Context: an optimization exercise on an open-source flow, tuned for small area and a short achievable clock period. The choices shown serve that exercise and are no tape-out recipe. Only simulation tests tie the RTL to the original design; equivalence was not proved. Power and IR drop assume default switching activity.

### config.mk
export PLATFORM = sky130hd
export DESIGN_NAME = block_relay
export DESIGN_NICKNAME = block_relay
export VERILOG_FILES = /design/flow/design.v
export SDC_FILE = /design/flow/constraint.sdc
export NUM_CORES = 4
export LEC_CHECK = 0
export CAP_MARGIN = 20
export CORE_MARGIN = 2
export CORE_UTILIZATION = 40
export SLEW_MARGIN = 20
### constraint.sdc
create_clock -name core_clock -period 10.0 [get_ports {clk}]
set_input_delay 2.0000 -clock core_clock [delete_from_list [all_inputs] [get_ports {clk}]]
set_output_delay 2.0000 -clock core_clock [all_outputs]
set_load 0.01 [all_outputs]
### design.v
package block_relay_pkg;
	typedef enum logic [1:0] {
		SEQ_IDLE,
		SEQ_FILL,
		SEQ_DRAIN,
		SEQ_CLOSE
	} seq_state_e;
	typedef enum logic [1:0] {
		TX_IDLE,
		TX_START,
		TX_DATA,
		TX_STOP
	} tx_state_e;
	typedef struct packed {
		logic        cyc;
		logic        stb;
		logic        we;
		logic [1:0]  adr;
		logic [15:0] dat;
	} wb_req_t;
	typedef struct packed {
		logic        ack;
		logic [15:0] dat;
	} wb_rsp_t;
	typedef struct packed {
		logic        vld;
		logic [15:0] data;
	} sample_t;
endpackage
module sample_fifo (
	input  logic        clk_sys,
	input  logic        rst_n,
	input  logic        wr,
	input  logic [15:0] wr_data,
	input  logic        rd,
	output logic [15:0] rd_data
);
	localparam int PTR_W = $clog2(64);
	logic [15:0]      mem [0:64-1];
	logic [PTR_W-1:0] wr_ptr;
	logic [PTR_W-1:0] rd_ptr;
	always_ff @(posedge clk_sys) begin
		if (wr) begin
			mem[wr_ptr] <= wr_data;
		end
	end
	always_ff @(posedge clk_sys or negedge rst_n) begin
		if (!rst_n) begin
			wr_ptr <= '0;
		end else if (wr) begin
			wr_ptr <= wr_ptr + PTR_W'(1);
		end
	end
	always_ff @(posedge clk_sys or negedge rst_n) begin
		if (!rst_n) begin
			rd_ptr <= '0;
		end else if (rd) begin
			rd_ptr <= rd_ptr + PTR_W'(1);
		end
	end
	assign rd_data = mem[rd_ptr];
endmodule
module block_sequencer (
	input  logic                 clk_sys,
	input  logic                 rst_n,
	input  logic                 in_vld,
	output logic                 in_rdy,
	input  logic [7-1:0] blk_len,
	output logic                 fifo_wr,
	output logic                 fifo_rd,
	output logic                 word_vld,
	input  logic                 word_rdy,
	output logic                 blk_done,
	output logic                 busy
);
	block_relay_pkg::seq_state_e           state;
	logic [7-1:0] len_q;
	logic [7-1:0] fill_cnt;
	logic [7-1:0] drain_cnt;
	logic                 accept;
	logic                 handover;
	logic                 fill_last;
	logic                 drain_end;
	assign in_rdy   = (state == block_relay_pkg::SEQ_IDLE) || (state == block_relay_pkg::SEQ_FILL);
	assign accept   = in_vld && in_rdy;
	assign fifo_wr  = accept;
	assign word_vld = (state == block_relay_pkg::SEQ_DRAIN) && (drain_cnt != len_q);
	assign handover = word_vld && word_rdy;
	assign fifo_rd  = handover;
	assign fill_last = (state == block_relay_pkg::SEQ_IDLE) ? (blk_len == 7'(1))
		: (fill_cnt + 7'(1) == len_q);
	assign drain_end = (state == block_relay_pkg::SEQ_DRAIN) && (drain_cnt == len_q) && word_rdy;
	assign blk_done = (state == block_relay_pkg::SEQ_CLOSE);
	assign busy     = (state != block_relay_pkg::SEQ_IDLE);
	always_ff @(posedge clk_sys or negedge rst_n) begin
		if (!rst_n) begin
			state <= block_relay_pkg::SEQ_IDLE;
			len_q <= '0;
		end else begin
			case (state)
				block_relay_pkg::SEQ_IDLE: begin
					if (accept) begin
						len_q <= blk_len;
						state <= fill_last ? block_relay_pkg::SEQ_DRAIN : block_relay_pkg::SEQ_FILL;
					end
				end
				block_relay_pkg::SEQ_FILL: begin
					if (accept && fill_last) begin
						state <= block_relay_pkg::SEQ_DRAIN;
					end
				end
				block_relay_pkg::SEQ_DRAIN: begin
					if (drain_end) begin
						state <= block_relay_pkg::SEQ_CLOSE;
					end
				end
				block_relay_pkg::SEQ_CLOSE: begin
					state <= block_relay_pkg::SEQ_IDLE;
				end
				default: begin
					state <= block_relay_pkg::SEQ_IDLE;
				end
			endcase
		end
	end
	always_ff @(posedge clk_sys or negedge rst_n) begin
		if (!rst_n) begin
			fill_cnt <= '0;
		end else if (accept) begin
			fill_cnt <= (state == block_relay_pkg::SEQ_IDLE) ? 7'(1) : fill_cnt + 7'(1);
		end else if (state == block_relay_pkg::SEQ_CLOSE) begin
			fill_cnt <= '0;
		end
	end
	always_ff @(posedge clk_sys or negedge rst_n) begin
		if (!rst_n) begin
			drain_cnt <= '0;
		end else if (handover) begin
			drain_cnt <= drain_cnt + 7'(1);
		end else if (state == block_relay_pkg::SEQ_CLOSE) begin
			drain_cnt <= '0;
		end
	end
endmodule
module uart_word_tx (
	input  logic        clk_sys,
	input  logic        rst_n,
	input  logic        word_vld,
	input  logic [15:0] word_data,
	output logic        word_rdy,
	output logic        txd
);
	localparam int BAUD_W = ($clog2(4) > 0) ? $clog2(4) : 1;
	block_relay_pkg::tx_state_e         state;
	logic [BAUD_W-1:0] baud_cnt;
	logic [2:0]        bit_cnt;
	logic              byte_idx;
	logic [15:0]       shreg;
	logic              baud_tick;
	logic              handover;
	assign word_rdy  = (state == block_relay_pkg::TX_IDLE);
	assign handover  = word_vld && word_rdy;
	assign baud_tick = (baud_cnt == BAUD_W'(4 - 1));
	always_ff @(posedge clk_sys or negedge rst_n) begin
		if (!rst_n) begin
			baud_cnt <= '0;
		end else if (state == block_relay_pkg::TX_IDLE || baud_tick) begin
			baud_cnt <= '0;
		end else begin
			baud_cnt <= baud_cnt + BAUD_W'(1);
		end
	end
	always_ff @(posedge clk_sys or negedge rst_n) begin
		if (!rst_n) begin
			state    <= block_relay_pkg::TX_IDLE;
			bit_cnt  <= '0;
			byte_idx <= 1'b0;
			txd      <= 1'b1;
		end else begin
			case (state)
				block_relay_pkg::TX_IDLE: begin
					txd <= 1'b1;
					if (handover) begin
						byte_idx <= 1'b0;
						state    <= block_relay_pkg::TX_START;
						txd      <= 1'b0;
					end
				end
				block_relay_pkg::TX_START: begin
					if (baud_tick) begin
						bit_cnt <= '0;
						state   <= block_relay_pkg::TX_DATA;
						txd     <= shreg[0];
					end
				end
				block_relay_pkg::TX_DATA: begin
					if (baud_tick) begin
						if (bit_cnt == 3'd7) begin
							state <= block_relay_pkg::TX_STOP;
							txd   <= 1'b1;
						end else begin
							bit_cnt <= bit_cnt + 3'd1;
							txd     <= shreg[1];
						end
					end
				end
				block_relay_pkg::TX_STOP: begin
					if (baud_tick) begin
						if (!byte_idx) begin
							byte_idx <= 1'b1;
							state    <= block_relay_pkg::TX_START;
							txd      <= 1'b0;
						end else begin
							state <= block_relay_pkg::TX_IDLE;
						end
					end
				end
				default: begin
					state <= block_relay_pkg::TX_IDLE;
					txd   <= 1'b1;
				end
			endcase
		end
	end
	always_ff @(posedge clk_sys) begin
		if (handover) begin
			shreg <= word_data;
		end else if (state == block_relay_pkg::TX_DATA && baud_tick) begin
			shreg <= shreg >> 1;
		end
	end
endmodule
module relay_regs (
	input  logic                 clk_sys,
	input  logic                 rst_n,
	input  block_relay_pkg::wb_req_t              wb_req,
	output block_relay_pkg::wb_rsp_t              wb_rsp,
	output logic [7-1:0] blk_len,
	input  logic                 blk_done,
	input  logic                 busy
);
	logic                 req;
	logic                 take;
	logic                 ack_q;
	logic                 served;
	logic [7-1:0] len_q;
	logic [7-1:0] len_clamped;
	logic [14:0]          blk_cnt;
	assign req  = wb_req.cyc && wb_req.stb;
	assign take = req && !ack_q && !served;
	always_ff @(posedge clk_sys or negedge rst_n) begin
		if (!rst_n) begin
			ack_q  <= 1'b0;
			served <= 1'b0;
		end else begin
			ack_q <= take;
			if (!req) begin
				served <= 1'b0;
			end else if (ack_q) begin
				served <= 1'b1;
			end
		end
	end
	always_comb begin
		if (wb_req.dat == 16'd0) begin
			len_clamped = 7'(1);
		end else if (wb_req.dat > 16'(64)) begin
			len_clamped = 7'(64);
		end else begin
			len_clamped = wb_req.dat[7-1:0];
		end
	end
	always_ff @(posedge clk_sys or negedge rst_n) begin
		if (!rst_n) begin
			len_q <= 7'(10);
		end else if (take && wb_req.we && wb_req.adr == 2'(0)) begin
			len_q <= len_clamped;
		end
	end
	always_ff @(posedge clk_sys or negedge rst_n) begin
		if (!rst_n) begin
			blk_cnt <= '0;
		end else if (blk_done) begin
			blk_cnt <= blk_cnt + 15'd1;
		end
	end
	assign blk_len = len_q;
	always_comb begin
		wb_rsp.ack = ack_q;
		case (wb_req.adr)
			2'(0):    wb_rsp.dat = 16'(len_q);
			2'(1): wb_rsp.dat = {blk_cnt, busy};
			default:            wb_rsp.dat = 16'h0000;
		endcase
	end
endmodule
module block_relay_top (
	input  logic    clk_sys,
	input  logic    rst_n,
	input  block_relay_pkg::wb_req_t wb_req,
	output block_relay_pkg::wb_rsp_t wb_rsp,
	input  block_relay_pkg::sample_t in_smp,
	output logic    in_rdy,
	output logic    uart_txd
);
	logic [7-1:0] blk_len;
	logic                 blk_done;
	logic                 busy;
	logic                 fifo_wr;
	logic                 fifo_rd;
	logic [15:0]          head_data;
	logic                 word_vld;
	logic                 word_rdy;
	relay_regs u_regs (
		.clk_sys  (clk_sys),
		.rst_n    (rst_n),
		.wb_req   (wb_req),
		.wb_rsp   (wb_rsp),
		.blk_len  (blk_len),
		.blk_done (blk_done),
		.busy     (busy)
	);
	block_sequencer u_seq (
		.clk_sys  (clk_sys),
		.rst_n    (rst_n),
		.in_vld   (in_smp.vld),
		.in_rdy   (in_rdy),
		.blk_len  (blk_len),
		.fifo_wr  (fifo_wr),
		.fifo_rd  (fifo_rd),
		.word_vld (word_vld),
		.word_rdy (word_rdy),
		.blk_done (blk_done),
		.busy     (busy)
	);
	sample_fifo u_fifo (
		.clk_sys (clk_sys),
		.rst_n   (rst_n),
		.wr      (fifo_wr),
		.wr_data (in_smp.data),
		.rd      (fifo_rd),
		.rd_data (head_data)
	);
	uart_word_tx u_tx (
		.clk_sys   (clk_sys),
		.rst_n     (rst_n),
		.word_vld  (word_vld),
		.word_data (head_data),
		.word_rdy  (word_rdy),
		.txd       (uart_txd)
	);
endmodule
module block_relay (
	input  logic        clk,
	input  logic        rst_n,
	input  logic        wb_cyc,
	input  logic        wb_stb,
	input  logic        wb_we,
	input  logic [1:0]  wb_adr,
	input  logic [15:0] wb_dat_i,
	output logic        wb_ack,
	output logic [15:0] wb_dat_o,
	input  logic        in_vld,
	input  logic [15:0] in_data,
	output logic        in_rdy,
	output logic        uart_txd
);
	block_relay_pkg::wb_req_t wb_req;
	block_relay_pkg::wb_rsp_t wb_rsp;
	block_relay_pkg::sample_t in_smp;
	assign wb_req   = {wb_cyc, wb_stb, wb_we, wb_adr, wb_dat_i};
	assign in_smp   = {in_vld, in_data};
	assign wb_ack   = wb_rsp.ack;
	assign wb_dat_o = wb_rsp.dat;
	block_relay_top u_top (
		.clk_sys  (clk),
		.rst_n    (rst_n),
		.wb_req   (wb_req),
		.wb_rsp   (wb_rsp),
		.in_smp   (in_smp),
		.in_rdy   (in_rdy),
		.uart_txd (uart_txd)
	);
endmodule
### run.sh
#!/bin/bash
# synth_recipe.tcl (not shown) runs the flow's synth.tcl, then flattens the netlist and writes it again
# the make line also repeats each setting of config.mk as NAME=value (left out here)
make -C /OpenROAD-flow-scripts/flow DESIGN_CONFIG=/design/flow/config.mk WORK_HOME=/design/flow/orfs CLKGATE_MAP_FILE= SYNTH_SCRIPT=/design/flow/synth_recipe.tcl finish
==> impl_metrics.env <==
export IMPL_min_period_over_period_pct=58.6
export IMPL_grt_pass1_wl_mm=140
export IMPL_drive_gt1_share_pct=24.7
export IMPL_antenna_found_initial=0
export IMPL_netlist_area_sq_um=43600
export IMPL_avgSynthCellArea_sq_um=21.0
export IMPL_cpPeakStageDelay_ns=0.74
export IMPL_path_class="input pin to output port"
export IMPL_place_hpwl_mm=55.7
export IMPL_core_sq_um=108000
export IMPL_ir_drop_mv=0.170
export IMPL_finalSetupTns_ns=0
export IMPL_grt_pass1_vias=21142
export IMPL_switching_share_pct=27.4
export IMPL_place_congestion=0.879
export IMPL_leakage_nw=15.7
export IMPL_drv_slew=0
export IMPL_ant_nets=0
export IMPL_clkLatencyLatePin_ns=0.69
export IMPL_wl_per_cell_microns=25.6
export IMPL_wirelength_mm=95.4
export IMPL_critPathTopFamily="buffers and inverters"
export IMPL_power_switching_mw=3.35
export IMPL_finClkSkew_ns=0.0270
export IMPL_cp_depth=4
export IMPL_cp_endpoint="wb_dat_o[10]"
export IMPL_cts_tree="done"
export IMPL_timing_rr_end="u_top.u_tx.shreg[1]"
export IMPL_track_usage_pct=17.0
export IMPL_root_buffer="clkbuf_16"
export IMPL_final_core_util_pct=45.8
export IMPL_cp_common_cell="clkdlybuf4s50_1"
export IMPL_drc=0
export IMPL_numPortBuffers=58
export IMPL_period_needed_ns=5.86
export IMPL_cts_setup_buffers=0
export IMPL_cts_hold_buf=0
export IMPL_synthTopCellsByArea="edfxtp_1 (72%), mux4_2 (14%), dfrtp_1 (3.7%), mux2i_1 (2.1%), nor2_1 (0.81%)"
export IMPL_relSlewSlack_pct=27.4
export IMPL_power_density_nw_per_um2=246
export IMPL_fp_dieH_microns=334
export IMPL_io_pins=59
export IMPL_min_path_type="flop to flop"
export IMPL_max_clock_freq_mhz=171
export IMPL_critPathBufInv=2
export IMPL_cts_sinks=1108
export IMPL_clockBufferDepth=3
export IMPL_grt_max_degree=95
export IMPL_clkPwrFrac_pct=33.5
export IMPL_synth_nets=2130
export IMPL_ys_ff_latch=1108
export IMPL_yosysTopAreaCell="edfxtp_1"
export IMPL_clk_pin_slew_worst_paths_ns=0.06
export IMPL_area_growth_pct=14.0
export IMPL_ctsResizeCount=0
export IMPL_pwr_share_seq_pct=44.4
export IMPL_crit_arrival_ns=3.86
export IMPL_drt_iter0_markers=1749
export IMPL_vias_per_cell=5.54
export IMPL_dieWidth_microns=334
export IMPL_setup_viol_count_final=0
export IMPL_grt_overflow=0
export IMPL_yosys_warnings=4
export IMPL_num_rows=121
export IMPL_start_util_pct=40.2
export IMPL_ys_types=56
export IMPL_synth_seq_area_share_pct=75.6
export IMPL_cp_slowest_cell="clkdlybuf4s50_1"
export IMPL_vias=20630
export IMPL_ys_flop_type="edfxtp_1"
export IMPL_diodes=0
export IMPL_worstReg2RegStart="u_top.u_fifo.rd_ptr[0]"
export IMPL_status="timing/DRC/antenna clean"
export IMPL_required_ns=8.00
export IMPL_max_cap_violations=0
export IMPL_critPathLaunch="wb_adr[0]"
export IMPL_nets=2278
export IMPL_ff2ff_path_depth=6
export IMPL_p_int_mw=8.89
export IMPL_cp_start_kind="input pin"
export IMPL_worst_hold_slack_ns=0.435
export IMPL_htreeDepth=3
export IMPL_worst_setup_path_end_kind="output port"
export IMPL_drt_first_pass_iters=5
export IMPL_ys_async_sr_fraction_pct=6.14
export IMPL_synth_edf_count=1040
export IMPL_final_hold_violation_count=0
export IMPL_p_comb_share_pct=22.1
export IMPL_dieArea_sq_um=112000
export IMPL_worstMarginPinSlew_ns=1.09
export IMPL_netlist_instances=2074
export IMPL_rsz0062_at_grt="no"
export IMPL_cp_max_fo=9
export IMPL_synth_top_area_share_pct=71.7
export IMPL_path_cells="clkdlybuf4s50_1 -> nor2b_1 -> and2_1 -> clkdlybuf4s50_1"
export IMPL_r2r_slack_ns=5.60
export IMPL_cts_made_buffers=106
cells in the final DEF (no fill, tap or decap), types with 17 or more instances in the layout:
master,netlist,final
a21oi_1,21,21
a22o_1,18,18
a22oi_1,26,26
buf_4,9,90
clkbuf_1,42,17
clkbuf_16,0,107
clkdlybuf4s50_1,0,41
clkinv_1,0,21
clkinv_2,0,25
dfrtp_1,65,61
edfxtp_1,1040,1040
mux2_2,17,17
mux2i_1,93,93
mux4_2,274,274
nand2_1,60,60
nand3_1,26,26
nor2_1,94,91
nor2b_1,21,21
o21ai_0,30,30
xnor2_1,31,31
power by group through the flow:
stage	combinational [mW]	clock, mW	sequential [mW]
finish	2.71	4.10	5.43
global route	2.90	4.36	5.46
CTS	2.75	4.18	5.44
detailed placement	2.74	0	5.54
global placement	2.71	0	5.52
floorplan	2.03	0	5.40
kinds of logic after synthesis:
group / share of synthesized area, %
mux: 16.7
simple gates: 2.73
compound gates: 2.36
flops: 75.6
fa+ha+maj: 0.460
xor+xnor: 0.865
buf+inv: 1.23
cell usage after synthesis, types with 2 or more instances:
library cell	count
nand2_1	60
nor3b_1	3
a31oi_1	3
o211ai_1	12
o31ai_1	6
and3_1	4
a211oi_1	11
nor2_1	94
nand4_1	7
dfrtp_1	65
buf_4	9
dfstp_2	3
buf_2	35
buf_1	19
or3_1	4
a21oi_1	21
mux2_2	17
edfxtp_1	1040
inv_1	10
clkbuf_1	42
nor3_1	10
nor4_1	3
mux2i_1	93
nand3_1	26
buf_6	2
a32oi_1	6
ha_1	16
nor2b_1	21
o21ai_0	30
xor2_1	12
and2_1	12
nand2b_1	2
a22o_1	18
or2_2	2
a22oi_1	26
nand3b_1	3
a211o_1	5
xnor2_1	31
mux4_2	274
worst min path at each step:
stage | slack [ns] | start | cells after the start | end
2_1_floorplan | 0.41 | u_top.u_tx.baud_cnt[0] | 1 | u_top.u_tx.baud_cnt[0]
3_3_place_gp | 0.42 | u_top.u_tx.baud_cnt[0] | 1 | u_top.u_tx.baud_cnt[0]
3_5_place_dp | 0.43 | u_top.u_tx.baud_cnt[0] | 1 | u_top.u_tx.baud_cnt[0]
4_1_cts | 0.44 | u_top.u_tx.baud_cnt[0] | 1 | u_top.u_tx.baud_cnt[0]
5_1_grt | 0.46 | u_top.u_tx.baud_cnt[0] | 1 | u_top.u_tx.baud_cnt[0]
6_report | 0.43 | u_top.u_tx.baud_cnt[0] | 1 | u_top.u_tx.baud_cnt[0]
routing by layer:
metal | track usage (%) | vias to the layer above | routed length (microns)
li1 | - | 8893 | -
met1 | 23.8 | 11001 | 41600
met2 | 28.1 | 610 | 46800
met3 | 2.53 | 126 | 5060
met4 | 4.25 | 0 | 1980
met5 | 0 | - | 0
stage by stage:
step	instances	setup slack [ns]	area, sq um	power [mW]
floorplan	2074	5.11	43600	7.43
global route	3725	3.99	49700	12.7
detailed placement	3527	4.12	46100	8.28
finish	3725	4.14	49700	12.2
CTS	3724	4.12	49600	12.4
global placement	3527	4.19	46100	8.23
sequential cells by signal, indices dropped and copies added (netlist names):
| register | count |
|---|---|
| u_top.u_seq.drain_cnt | 7 |
| u_top.u_tx.bit_cnt | 3 |
| u_top.u_tx.byte_idx | 1 |
| u_top.u_regs.ack_q | 1 |
| u_top.u_tx.baud_cnt | 2 |
| u_top.u_seq.state | 2 |
| u_top.u_fifo.mem | 1024 |
| u_top.u_tx.txd | 1 |
| u_top.u_tx.shreg | 16 |
| u_top.u_seq.len_q | 7 |
| u_top.u_regs.served | 1 |
| u_top.u_regs.len_q | 7 |
| u_top.u_seq.fill_cnt | 7 |
| u_top.u_fifo.rd_ptr | 6 |
| u_top.u_regs.blk_cnt | 15 |
| u_top.u_tx.state | 2 |
| u_top.u_fifo.wr_ptr | 6 |
worst register-to-register path: cells and delay by family (launching register included):
family                 cells  cell delay (ns)
AO/OA/AOI/OAI              1             0.20
buffers and inverters      2             1.28
flip-flops                 1             0.76
multiplexers               3             1.88
final cells by class:
cell class	instances	area, sq um
flip-flops and latches	1108	32900
clock buffers	125	2760
inverters	10	37.5
multi-input cells	848	10100
repair buffers	148	1220
clock inverters	72	836
fillers	8974	58700
well taps	1414	1770

[separate check: timing with driven ports]
No port has a modelled driver above. Below, the same layout with a new extraction and two added sets of constraints.
Step 1: set_driving_cell puts a clkbuf_16 on clk and a buf_2 on each other input, an assumption about the parent block.
Step 2 also shifts input and output timing later by t, the mid clock arrival at the registers, as if the neighbouring blocks saw the same clock.
Three values: no drivers, after step 1, after step 2; two values: the first two.
t, ns: 0.750
setup WS [ns]: 4.141 / 4.116 / 4.116
hold WS [ns]: 0.435 / 0.435 / 0.435
worst setup path at the end: input to output
cell pins on the clock port's net: 1
After both steps this run still meets setup and hold. For this run, drivers alone change the setup slack by -0.025 ns; drivers and shift together by -0.025 ns.
